What follows belongs to an exercise in optimizing a design on an open flow for small area; a production flow would make more cautious choices.
Only simulation tests tie the RTL to the original design; equivalence was not proved.
The flow treats the clock pin as an ideal source, which a real chip does not have.
No activity file was given, so power comes from the tool's default toggle rates.

== north ==
## regfile_mp
module regfile_mp #(
    parameter int DATA_W  = 32,
    parameter int ADDR_W  = 5,
    parameter int NRD     = 2,
    parameter int NWR     = 2,
    parameter int ZERO_R0 = 1,
    parameter int DBG_IDX = 3
) (
    input  logic                  clk,
    input  logic                  rst_n,
    input  logic                  stall,
    input  logic [NRD*ADDR_W-1:0] raddr,
    output logic [NRD*DATA_W-1:0] rdata,
    input  logic [NWR-1:0]        wen,
    input  logic [NWR*ADDR_W-1:0] waddr,
    input  logic [NWR*DATA_W-1:0] wdata,
    output logic [DATA_W-1:0]     dbg_val,
    output logic                  wr_conflict
);
    localparam int DEPTH = 32;
    localparam int DBG   = 3;
    logic [4:0]  wa0, wa1, ra0, ra1;
    logic [31:0] wd0, wd1;
    assign wa0 = waddr[4:0];
    assign wa1 = waddr[9:5];
    assign ra0 = raddr[4:0];
    assign ra1 = raddr[9:5];
    assign wd0 = wdata[31:0];
    assign wd1 = wdata[63:32];
    logic [DEPTH-1:0] s0, s1, hd, we;
    genvar g;
    generate
        for (g = 0; g < DEPTH; g++) begin : g_dec
            if (g == 0) begin : g_zero
                assign s0[g] = 1'b0;
                assign s1[g] = 1'b0;
            end else begin : g_nz
                assign s0[g] = wen[0] && (wa0 == 5'(g));
                assign s1[g] = wen[1] && (wa1 == 5'(g)) && !s0[g];
            end
            assign we[g] = s0[g] | s1[g];
            assign hd[g] = !we[g];
        end
    endgenerate
    logic conflict_d;
    assign conflict_d = wen[0] && wen[1] && (wa0 != 5'd0) && (wa0 == wa1);
    wire [31:0]      m   [DEPTH];
    wire [DEPTH-1:0] pol;
    wire [DEPTH-1:0] vld;
    generate
        for (g = 0; g < DEPTH; g++) begin : g_reg
            if (g == 0) begin : g_zero
                assign m[g]   = '0;
                assign pol[g] = 1'b0;
                assign vld[g] = 1'b0;
            end else if (g == DBG) begin : g_dbg
                logic [31:0] q;
  ...
Size in the first run: about 3900 cells after synthesis, roughly 45000 µm² of cells after synthesis.
Settings: LEC_CHECK=0, CAP_MARGIN=20, CELL_PAD_IN_SITES_DETAIL_PLACEMENT=1, CELL_PAD_IN_SITES_GLOBAL_PLACEMENT=2, CORE_MARGIN=2, CORE_UTILIZATION=45, GPL_TIMING_DRIVEN=0, PLACE_DENSITY=0.7, SLEW_MARGIN=20; clock period 5.0 ns.
standard.sh (not shown) runs the stock make flow with config.mk's settings and CLKGATE_MAP_FILE= SYNTH_SCRIPT=/design/flow/synth_recipe.tcl, a recipe that flattens the netlist after the stock synthesis.
==> flow/flow/run.sh <==
#!/bin/bash
# Layout flow: the standard synthesis, then the combinational logic is replaced by a
# hand-mapped netlist (flow/gen_netlist.py) that keeps the standard synthesis's flip-flops
# (same instance names and cell types) and has its own buffer on every port; then the standard flow's
# standard layout from that netlist, with a lighter clock tree (no dummy loads, smaller
# buffers; flow/clk_leaf_fix.tcl upsizes the leaf buffers with the slowest clock-pin slews;
# flow/small_bufs.tcl keeps repair_design to small buffers).
set -euo pipefail
R=orfs/results/sky130hd/regfile_mp/base
bash standard.sh synth > synth_standard.log 2>&1
cp $R/1_2_yosys.v std_1_2_yosys.v
python3 flow/gen_netlist.py gen_netlist.v std_1_2_yosys.v > gen_netlist.log 2>&1
cp gen_netlist.v $R/1_2_yosys.v
rm -f $R/1_synth.odb $R/1_synth.sdc
bash standard.sh finish DONT_BUFFER_PORTS=1 POST_CTS_TCL=$PWD/flow/clk_leaf_fix.tcl \
  PRE_RESIZE_TCL=$PWD/flow/small_bufs.tcl PRE_GLOBAL_ROUTE_TCL=$PWD/flow/small_bufs.tcl \
  "CTS_ARGS=-sink_clustering_enable -repair_clock_nets -dont_use_dummy_load -buf_list sky130_fd_sc_hd__clkbuf_8 -sink_clustering_size 16 -sink_clustering_max_diameter 80" \
  > layout_standard.log 2>&1
Other scripts of this flow, unchanged in this note and not shown: flow/flow/clk_leaf_fix.tcl, flow/flow/gen_netlist.py, flow/flow/small_bufs.tcl
north was carried through to the last stage, and its layout satisfied the timing, DRC and antenna checks.
Input-level comparison between south and north:
- PLACE_DENSITY: 0.7 -> 0.65
- CORE_UTILIZATION: 45 -> 40
==> run notes <==
Summary: power, south worse than north. Cmp south vs north: share of the final layout cell area in multi-input gates lower in south. south vs. north: global routing met2 resource utilization -4.9 points; y dimension of the die went up. Going from north to south, setup slack of the critical path after layout decreased 0.0076 ns, final cell count increased 190, portion of total power attributed to the clock network increased 0.5 points.


garnet:
Starting RTL as in the previous note.
export LEC_CHECK = 0
export CAP_MARGIN = 20
export CELL_PAD_IN_SITES_DETAIL_PLACEMENT = 1
export CELL_PAD_IN_SITES_GLOBAL_PLACEMENT = 2
export CORE_MARGIN = 2
export CORE_UTILIZATION = 35
export GPL_TIMING_DRIVEN = 0
export PLACE_DENSITY = 0.6
export SLEW_MARGIN = 20
create_clock -name core_clock -period 5.0 [get_ports {clk}]
==> flow/flow/small_bufs.tcl <==
# PRE_RESIZE / PRE_GLOBAL_ROUTE hook: let repair_design buffer long nets with
# small buffers only (buf_1..buf_4), which are enough for every net here.
set_dont_use [get_lib_cells {*/sky130_fd_sc_hd__buf_6 */sky130_fd_sc_hd__buf_8 */sky130_fd_sc_hd__buf_12 */sky130_fd_sc_hd__buf_16 */sky130_fd_sc_hd__bufbuf_8 */sky130_fd_sc_hd__bufbuf_16}]
puts "small_bufs: large buffers set dont_use for repair"
Scripts as last shown in full above: flow/flow/run.sh
Other scripts of this flow, unchanged in this note and not shown: flow/flow/clk_leaf_fix.tcl, flow/flow/gen_netlist.py
[inputs] nickel vs garnet
diff --git a/flow/flow/run.sh b/flow/flow/run.sh
--- a/flow/flow/run.sh
+++ b/flow/flow/run.sh
@@ -4,6 +4,5 @@
 # (same instance names and cell types) and has its own buffer on every port; then the standard flow's
 # standard layout from that netlist, with a lighter clock tree (no dummy loads, smaller
-# buffers; flow/clk_leaf_fix.tcl upsizes the leaf buffers with the slowest clock-pin slews;
-# flow/small_bufs.tcl keeps repair_design to small buffers).
+# buffers; flow/clk_leaf_fix.tcl upsizes the leaf buffers with the slowest clock-pin slews).
 set -euo pipefail
 R=orfs/results/sky130hd/regfile_mp/base
@@ -14,5 +13,4 @@
 rm -f $R/1_synth.odb $R/1_synth.sdc
 bash standard.sh finish DONT_BUFFER_PORTS=1 POST_CTS_TCL=$PWD/flow/clk_leaf_fix.tcl \
-  PRE_RESIZE_TCL=$PWD/flow/small_bufs.tcl PRE_GLOBAL_ROUTE_TCL=$PWD/flow/small_bufs.tcl \
   "CTS_ARGS=-sink_clustering_enable -repair_clock_nets -dont_use_dummy_load -buf_list sky130_fd_sc_hd__clkbuf_8 -sink_clustering_size 16 -sink_clustering_max_diameter 80" \
   > layout_standard.log 2>&1
removed: flow/flow/small_bufs.tcl
--- outcome ---
nickel against garnet: number of global-route vias before repair went down by about 0.33%; number of diodes went down by 6; wire length on met2 went down by 1.1 mm; share of final layout cell area taken by clock buffers and inverters was more or less identical.
Power: nickel vs garnet — no meaningful difference
[compare] base=garnet new=nickel: design area comparable, total net switching power closely matched the old numbers, DRC marker count from the first detailed-route iteration +about 4%.

## static timing again, ports no longer ideal
The results above use ideal ports. As a check the final layouts listed here were re-extracted and re-timed, cells and wires unchanged. Step 1 assumes that a clkbuf_16 drives the clock port and a buf_2 every other input. Step 2 times the ports against the registers' clock, not the clock port: input delays grow and output delays shrink by t, the midpoint of the rising clock arrivals with the driver on. Three values: ideal, step 1, step 2; two values: the first two.
run | t (ns) | setup slack, ns | hold slack, ns | worst slew at a driven data input, ns
north | 0.853 | 0.907 / 0.955 / 0.103 | 0.191 / 0.151 / 0.446 | 0.06
south | 0.871 | 0.900 / 0.952 / 0.081 | 0.103 / 0.060 / 0.438 | 0.06
garnet | 0.898 | 0.972 / 1.005 / 0.107 | 0.086 / 0.047 / 0.429 | 0.12
nickel | 0.912 | 0.899 / 0.960 / 0.047 | 0.075 / 0.044 / 0.439 | 0.11
After both steps every run listed still meets setup and hold. For garnet, which loses most, drivers alone change the setup slack by +0.033 ns; drivers and shift together by -0.865 ns.
